From an optimization exercise on the open Yosys and OpenROAD flow, aimed at small area; shortcuts taken in it are not production practice.
At most, simulation tests tie the RTL to the original design; equivalence was not proved.
No activity file was given, so power comes from the tool's default toggle rates.

Design vector_sequencer, start of the top module:
module vector_sequencer #(
  parameter int unsigned QueueDepth = 2
) (
  input  logic                                     clk_i,
  input  logic                                     rst_ni,
  input  logic [20:0]                              req_i,
  input  logic                                     req_valid_i,
  output logic                                     req_ready_o,
  output logic [25:0]                              pe_req_o,
  output logic                                     pe_req_valid_o,
  input  logic [3:0]                               pe_req_ready_i,
  input  logic [15:0]                              pe_done_i,
  output logic [191:0]                             hazard_tbl_o,
  output logic [191:0]                             write_hazard_tbl_o,
  output logic                                     idle_o
);
Settings: LEC_CHECK=0, CAP_MARGIN=20, CORE_MARGIN=2, CORE_UTILIZATION=70, SLEW_MARGIN=10; clock period 5.0 ns.
standard.sh (not shown) runs the stock make flow with config.mk's settings and CLKGATE_MAP_FILE= SYNTH_SCRIPT=/design/flow/synth_recipe.tcl, a recipe that flattens the netlist after the stock synthesis.
==> flow/flow/run.sh <==
#!/bin/bash
# The standard layout (standard.sh) with three changes:
#  - synthesis maps logic with an area-oriented ABC script (flow/abc_area_deep.script) in place
#    of ORFS's abc_speed.script; everything else in synthesis is unchanged, so the registers
#    are the standard synthesis's
#  - port buffers use the smallest buffer, sky130_fd_sc_hd__buf_1
#  - CTS uses clkbuf_8 with smaller sink clusters and inserts no dummy clock loads
set -euo pipefail
HERE=$(pwd)
rm -rf "$HERE/scripts_abc"
cp -r "$FLOW_HOME/scripts" "$HERE/scripts_abc"
cp "$HERE/flow/abc_area_deep.script" "$HERE/scripts_abc/abc_speed.script"
export BUFFER_PORTS_ARGS="-buffer_cell sky130_fd_sc_hd__buf_1"
export CTS_ARGS="-sink_clustering_enable -repair_clock_nets -dont_use_dummy_load -sink_clustering_size 16 -sink_clustering_max_diameter 50 -buf_list sky130_fd_sc_hd__clkbuf_8"
bash standard.sh SCRIPTS_DIR="$HERE/scripts_abc" finish > standard.log 2>&1
==> flow/flow/abc_area_deep.script <==
&get -n
&st
&deepsyn -T 30
&dch -f
&nf -R 1000 -p -F 8 -A 4
&put
Change:
--- a/flow/config.mk
+++ b/flow/config.mk
@@ -10,2 +10,2 @@
 export CORE_UTILIZATION = 70
-export SLEW_MARGIN = 10
+export SLEW_MARGIN = 20
Outcome:
- power stays flat
- die area does not change
- wire length stays flat
- clock power is about the same
- clock-buffer cell count does not change
- global-route usage is unchanged
- combinational power stays flat
No run of this note included a check of the RTL's function; only the layout flow was run.

* * *

vector_sequencer, a different RTL version from the one above (not shown whole).
Size in the first run: about 17,000 µm² of cells after synthesis.
export LEC_CHECK = 0
export CAP_MARGIN = 20
export CORE_MARGIN = 2
export CORE_UTILIZATION = 70
export SLEW_MARGIN = 20
create_clock -name core_clock -period 5.0 [get_ports {clk_i}]
Scripts as last shown in full above: flow/flow/run.sh, flow/flow/abc_area_deep.script
The baseline went through all stages and came out clean.
Edit:
--- a/flow/flow/run.sh
+++ b/flow/flow/run.sh
@@ -11,5 +11,6 @@
 cp -r "$FLOW_HOME/scripts" "$HERE/scripts_abc"
 cp "$HERE/flow/abc_area_deep.script" "$HERE/scripts_abc/abc_speed.script"
+export REMOVE_ABC_BUFFERS=1
 export BUFFER_PORTS_ARGS="-buffer_cell sky130_fd_sc_hd__buf_1"
-export CTS_ARGS="-sink_clustering_enable -repair_clock_nets -dont_use_dummy_load -sink_clustering_size 16 -sink_clustering_max_diameter 50 -buf_list sky130_fd_sc_hd__clkbuf_8"
+export CTS_ARGS="-sink_clustering_enable -repair_clock_nets -dont_use_dummy_load -sink_clustering_size 9 -sink_clustering_max_diameter 35 -buf_list sky130_fd_sc_hd__clkbuf_4 -root_buf sky130_fd_sc_hd__clkbuf_8"
 bash standard.sh SCRIPTS_DIR="$HERE/scripts_abc" finish > standard.log 2>&1
GPL_TIMING_DRIVEN = 0   (was default)
Result: The changed run passed the timing, DRC and antenna checks; count of clock-buffer cells in the layout went up by 21; clock skew came out higher by 4.8 ps; die area stays the same; total power is about the same; clock power hardly moves; routed wire length is higher slightly; via count rose slightly; fmax shrinks by about a fifth; final area falls slightly; utilization shrinks by 0.67 points.

-- separate check: timing with driven ports --
The flow's constraints put no driver on any port. The routed layouts listed below were extracted and timed again, unchanged, in two steps. Step 1 assumes that a clkbuf_16 drives the clock port and a buf_2 every other input. Step 2 also shifts input and output timing later by t, the mid clock arrival at the registers, as if the neighbouring blocks saw the same clock. Slacks: ideal ports / drivers / drivers and shift; pairs: ideal ports / drivers.
| run | shift t [ns] | setup WS [ns] | worst setup path after step 2 | latest minus earliest clock arrival (ns) |
|---|---|---|---|---|
| the first run of note 1 | 0.574 | 1.050 / 1.050 / 0.628 | input to register | 0.068 / 0.068 |
| the second run of note 1 | 0.574 | 0.995 / 0.995 / 0.575 | input to register | 0.066 / 0.066 |
| the first run of note 2 | 0.635 | 1.317 / 1.343 / 0.708 | input to register | 0.069 / 0.069 |
| the second run of note 2 | 0.591 | 0.356 / 0.376 / -0.215 | input to register | 0.076 / 0.077 |
With both steps, setup timing fails in the second run of note 2, where it was met with ideal ports. For the first run of note 2, which loses most, drivers alone change the setup slack by +0.026 ns; drivers and shift together by -0.609 ns.
